This is an optimization exercise on Yosys and OpenROAD, whose aim is small area, not a production implementation.
At most, simulation tests tie the RTL to the original design; equivalence was not proved.
No activity file was given, so power comes from the tool's default toggle rates.

==> module gru_fp_sequencer, before the edit <==
module gru_fp_sequencer #(
  parameter int INPUTDIMEN = 4,
  parameter int CELLNUM    = 4,
  parameter int DATABIT    = 16,
  parameter int WDEPTH     = 16,
  parameter int TIMEOUT    = 1023,
  localparam int BW = INPUTDIMEN*CELLNUM*DATABIT,
  localparam int XW = INPUTDIMEN*DATABIT,
  localparam int AW = $clog2(WDEPTH)
) (
  input  logic              clk,
  input  logic              rst_n,
  input  logic              start,
  input  logic              reload,
  input  logic              abort,
  input  logic [7:0]        num_steps,
  output logic [AW-1:0]     w_addr,
  input  logic [6*DATABIT-1:0] w_q,
  output logic [BW-1:0]     wxr,
  output logic [BW-1:0]     wxz,
  output logic [BW-1:0]     wxh,
  output logic [BW-1:0]     whr,
  output logic [BW-1:0]     whz,
  output logic [BW-1:0]     whh,
  output logic              xt_req,
  input  logic              xt_valid,
  input  logic [XW-1:0]     xt_in,
  output logic [XW-1:0]     xt_out,
  output logic              hl_start,
  input  logic              hl_done,
  output logic              ave_start,
  output logic [7:0]        ave_t,
  output logic              head_start,
  input  logic              head_done,
  output logic              busy,
  output logic              done,
  output logic              error,
  output logic              weights_valid
);
  localparam int TW = $clog2(TIMEOUT+1);
  localparam int CW = (TW > AW+1) ? TW : AW+1;
  typedef enum logic [3:0] {
    S_IDLE, S_LOAD, S_FETCH, S_RUN, S_WAIT_HL,
    S_AVG, S_HEAD, S_WAIT_HEAD, S_DONE
  } state_t;
  state_t          r_state;
  state_t          w_next;
  logic [CW-1:0]   r_cnt;
  logic [7:0]      r_idx;
  logic [7:0]      r_steps;
  logic            r_err;
  logic            r_wvalid;
  logic [XW-1:0]   r_xt;
  logic [BW-1:0]   r_wxr, r_wxz, r_wxh;
  logic [BW-1:0]   r_whr, r_whz, r_whh;
  logic w_load, w_wait, w_hit, w_last, w_accept, w_go, w_tmo;
  assign w_load   = (r_state == S_LOAD);
  assign w_wait   = (r_state == S_FETCH) || (r_state == S_WAIT_HL)
                    || (r_state == S_WAIT_HEAD);
  assign w_hit    = &r_cnt[CW-1:1];
  assign w_last   = r_cnt[AW];
  assign w_accept = (r_state == S_IDLE) && start && !abort;
  assign w_go     = w_accept && (num_steps != '0);
  always_comb begin
    w_next = r_state;
    w_tmo  = 1'b0;
    unique case (r_state)
      S_IDLE:
        if (w_go) w_next = (reload || !r_wvalid) ? S_LOAD : S_FETCH;
      S_LOAD:
        if (w_last) w_next = S_FETCH;
      S_FETCH:
        if (xt_valid) w_next = S_RUN;
        else if (w_hit) begin
          w_next = S_IDLE;
          w_tmo  = 1'b1;
        end
      S_RUN:
        w_next = S_WAIT_HL;
      S_WAIT_HL:
        if (hl_done) w_next = S_AVG;
        else if (w_hit) begin
          w_next = S_IDLE;
          w_tmo  = 1'b1;
        end
      S_AVG:
        w_next = (r_idx == r_steps) ? S_HEAD : S_FETCH;
      S_HEAD:
        w_next = S_WAIT_HEAD;
      S_WAIT_HEAD:
        if (head_done) w_next = S_DONE;
        else if (w_hit) begin
          w_next = S_IDLE;
          w_tmo  = 1'b1;
        end
      S_DONE:
        w_next = S_IDLE;
      default:
        w_next = S_IDLE;
    endcase
    if (abort) begin
      w_next = S_IDLE;
      w_tmo  = 1'b0;
    end
  end
  always_ff @(posedge clk or negedge rst_n) begin
    if (!rst_n) begin
      r_state  <= S_IDLE;
      r_idx    <= '0;
      r_err    <= 1'b0;
      r_wvalid <= 1'b0;
    end else begin
      r_state  <= w_next;
      if (w_go && reload)
        r_wvalid <= 1'b0;
      else if (w_load && w_last && !abort)
        r_wvalid <= 1'b1;
      if (w_accept) begin
        r_err <= (num_steps == '0);
        r_idx <= '0;
      end else begin
        if (w_tmo) r_err <= 1'b1;
        if (r_state == S_RUN && !abort) r_idx <= r_idx + 1'b1;
      end
    end
  end
  always_ff @(posedge clk) begin
    if (w_wait || (w_load && !w_last)) r_cnt <= r_cnt + 1'b1;
    else                               r_cnt <= '0;
    if (w_accept) r_steps <= num_steps;
    if (r_state == S_FETCH && xt_valid && !abort) r_xt <= xt_in;
  end
  logic [BW-1:0] w_hold, w_wr;
  for (genvar k = 0; k < WDEPTH; k++) begin : g_entry
    assign w_wr[BW-1-DATABIT*k -: DATABIT] =
      {DATABIT{w_load && (r_cnt[AW:0] == (AW+1)'(k+1))}};
    assign w_hold[BW-1-DATABIT*k -: DATABIT] =
      {DATABIT{r_wvalid || (r_cnt[AW:0] > (AW+1)'(k+1))}};
  end
  always_ff @(posedge clk) begin
    r_whh <= r_whh & w_hold | {WDEPTH{w_q[0*DATABIT +: DATABIT]}} & w_wr;
    r_whz <= r_whz & w_hold | {WDEPTH{w_q[1*DATABIT +: DATABIT]}} & w_wr;
    r_whr <= r_whr & w_hold | {WDEPTH{w_q[2*DATABIT +: DATABIT]}} & w_wr;
    r_wxh <= r_wxh & w_hold | {WDEPTH{w_q[3*DATABIT +: DATABIT]}} & w_wr;
    r_wxz <= r_wxz & w_hold | {WDEPTH{w_q[4*DATABIT +: DATABIT]}} & w_wr;
    r_wxr <= r_wxr & w_hold | {WDEPTH{w_q[5*DATABIT +: DATABIT]}} & w_wr;
  end
  assign w_addr        = (w_load && !r_cnt[AW]) ? r_cnt[AW-1:0] : '0;
  assign wxr           = r_wxr;
  assign wxz           = r_wxz;
  assign wxh           = r_wxh;
  assign whr           = r_whr;
  assign whz           = r_whz;
  assign whh           = r_whh;
  assign xt_req        = (r_state == S_FETCH);
  assign xt_out        = r_xt;
  assign hl_start      = (r_state == S_RUN) && !abort;
  assign ave_start     = (r_state == S_AVG) && !abort;
  assign ave_t         = r_idx;
  assign head_start    = (r_state == S_HEAD) && !abort;
  assign done          = (r_state == S_DONE) && !abort;
  assign busy          = (r_state != S_IDLE);
  assign error         = r_err;
  assign weights_valid = r_wvalid;
endmodule
==> flow/config.mk <==
export PLATFORM = sky130hd
export DESIGN_NAME = gru_fp_sequencer
export DESIGN_NICKNAME = gru_fp_sequencer
export VERILOG_FILES = /design/flow/design.v
export SDC_FILE = /design/flow/constraint.sdc
export NUM_CORES = 4
export LEC_CHECK = 0
export CAP_MARGIN = 20
export CORE_AREA = 5 5 315 315
export DIE_AREA = 0 0 320 320
export SLEW_MARGIN = 20
==> flow/constraint.sdc <==
create_clock -name core_clock -period 5.0 [get_ports {clk}]
set_input_delay 1.0000 -clock core_clock [delete_from_list [all_inputs] [get_ports {clk}]]
set_output_delay 1.0000 -clock core_clock [all_outputs]
set_load 0.01 [all_outputs]
standard.sh (not shown) runs the stock make flow with config.mk's settings and CLKGATE_MAP_FILE= SYNTH_SCRIPT=/design/flow/synth_recipe.tcl, a recipe that flattens the netlist after the stock synthesis.
==> flow/flow/run.sh <==
#!/bin/bash
set -euo pipefail
cd "$(dirname "$0")/.."
export BUFFER_PORTS_ARGS="-buffer_cell sky130_fd_sc_hd__buf_1"
export PLACE_PINS_ARGS="-min_distance 1 -min_distance_in_tracks"
export CTS_ARGS="-sink_clustering_enable -repair_clock_nets -dont_use_dummy_load -buf_list sky130_fd_sc_hd__clkbuf_4 -sink_clustering_size 10 -sink_clustering_max_diameter 50"
bash standard.sh finish > flow_make.log 2>&1
Edit:
--- a/flow/design.v
+++ b/flow/design.v
@@ -49,11 +49,15 @@
   logic [7:0]      r_idx;
   logic [7:0]      r_steps;
   logic            r_err;
   logic            r_wvalid;
+  logic            r_inload;
   logic [XW-1:0]   r_xt;
   logic [BW-1:0]   r_wxr, r_wxz, r_wxh;
   logic [BW-1:0]   r_whr, r_whz, r_whh;
+  logic [BW-1:0] w_hold, w_shift;
+  assign w_hold  = {BW{r_wvalid}};
+  assign w_shift = {BW{r_inload}};
   logic w_load, w_wait, w_hit, w_last, w_accept, w_go, w_tmo;
   assign w_load   = (r_state == S_LOAD);
   assign w_wait   = (r_state == S_FETCH) || (r_state == S_WAIT_HL)
                     || (r_state == S_WAIT_HEAD);
@@ -108,10 +112,12 @@
       r_state  <= S_IDLE;
       r_idx    <= '0;
       r_err    <= 1'b0;
       r_wvalid <= 1'b0;
+      r_inload <= 1'b0;
     end else begin
       r_state  <= w_next;
+      r_inload <= (w_next == S_LOAD);
       if (w_go && reload)
         r_wvalid <= 1'b0;
       else if (w_load && w_last && !abort)
         r_wvalid <= 1'b1;
@@ -128,23 +134,14 @@
     if (w_wait || (w_load && !w_last)) r_cnt <= r_cnt + 1'b1;
     else                               r_cnt <= '0;
     if (w_accept) r_steps <= num_steps;
     if (r_state == S_FETCH && xt_valid && !abort) r_xt <= xt_in;
-  end
-  logic [BW-1:0] w_hold, w_wr;
-  for (genvar k = 0; k < WDEPTH; k++) begin : g_entry
-    assign w_wr[BW-1-DATABIT*k -: DATABIT] =
-      {DATABIT{w_load && (r_cnt[AW:0] == (AW+1)'(k+1))}};
-    assign w_hold[BW-1-DATABIT*k -: DATABIT] =
-      {DATABIT{r_wvalid || (r_cnt[AW:0] > (AW+1)'(k+1))}};
-  end
-  always_ff @(posedge clk) begin
-    r_whh <= r_whh & w_hold | {WDEPTH{w_q[0*DATABIT +: DATABIT]}} & w_wr;
-    r_whz <= r_whz & w_hold | {WDEPTH{w_q[1*DATABIT +: DATABIT]}} & w_wr;
-    r_whr <= r_whr & w_hold | {WDEPTH{w_q[2*DATABIT +: DATABIT]}} & w_wr;
-    r_wxh <= r_wxh & w_hold | {WDEPTH{w_q[3*DATABIT +: DATABIT]}} & w_wr;
-    r_wxz <= r_wxz & w_hold | {WDEPTH{w_q[4*DATABIT +: DATABIT]}} & w_wr;
-    r_wxr <= r_wxr & w_hold | {WDEPTH{w_q[5*DATABIT +: DATABIT]}} & w_wr;
+    r_whh <= w_hold & r_whh | w_shift & {r_whh[BW-DATABIT-1:0], w_q[0*DATABIT +: DATABIT]};
+    r_whz <= w_hold & r_whz | w_shift & {r_whz[BW-DATABIT-1:0], w_q[1*DATABIT +: DATABIT]};
+    r_whr <= w_hold & r_whr | w_shift & {r_whr[BW-DATABIT-1:0], w_q[2*DATABIT +: DATABIT]};
+    r_wxh <= w_hold & r_wxh | w_shift & {r_wxh[BW-DATABIT-1:0], w_q[3*DATABIT +: DATABIT]};
+    r_wxz <= w_hold & r_wxz | w_shift & {r_wxz[BW-DATABIT-1:0], w_q[4*DATABIT +: DATABIT]};
+    r_wxr <= w_hold & r_wxr | w_shift & {r_wxr[BW-DATABIT-1:0], w_q[5*DATABIT +: DATABIT]};
   end
   assign w_addr        = (w_load && !r_cnt[AW]) ? r_cnt[AW-1:0] : '0;
   assign wxr           = r_wxr;
   assign wxz           = r_wxz;
Result:
- clock-buffer cell count grows by 4
- wire length shrinks by 17%
- clock power shrinks by about 2%
- sequential share of layout area grows by 0.71 points
- setup slack improved by 0.15 ns
- global-route usage shrinks by 8.2 points
- power shrinks by 7.9%
- first-iteration DRC count shrinks by 23%
Function not checked in the first run of this note: the RTL went through the layout flow alone.

## afterwards: timing with drivers on the ports
No port has a modelled driver above. Below, the same layouts with a new extraction and two added sets of constraints. Step 1 assumes that a clkbuf_16 drives the clock port and a buf_2 every other input. Step 2 times the ports against the registers' clock, not the clock port: input delays grow and output delays shrink by t, the midpoint of the rising clock arrivals with the driver on. Slacks: no drivers / after step 1 / after step 2; pairs: no drivers / after step 1.
run | t, ns | setup slack, ns | worst setup path after step 2 | worst register clock-pin slew, ns | worst slew at a driven data input, ns
the first run | 1.180 | 0.786 / 0.718 / 1.580 | input to output | 0.12 / 0.12 | 0.18
the second run | 1.159 | 0.941 / 0.873 / 1.628 | input to output | 0.11 / 0.11 | 0.28
After both steps every run listed still meets setup and hold.
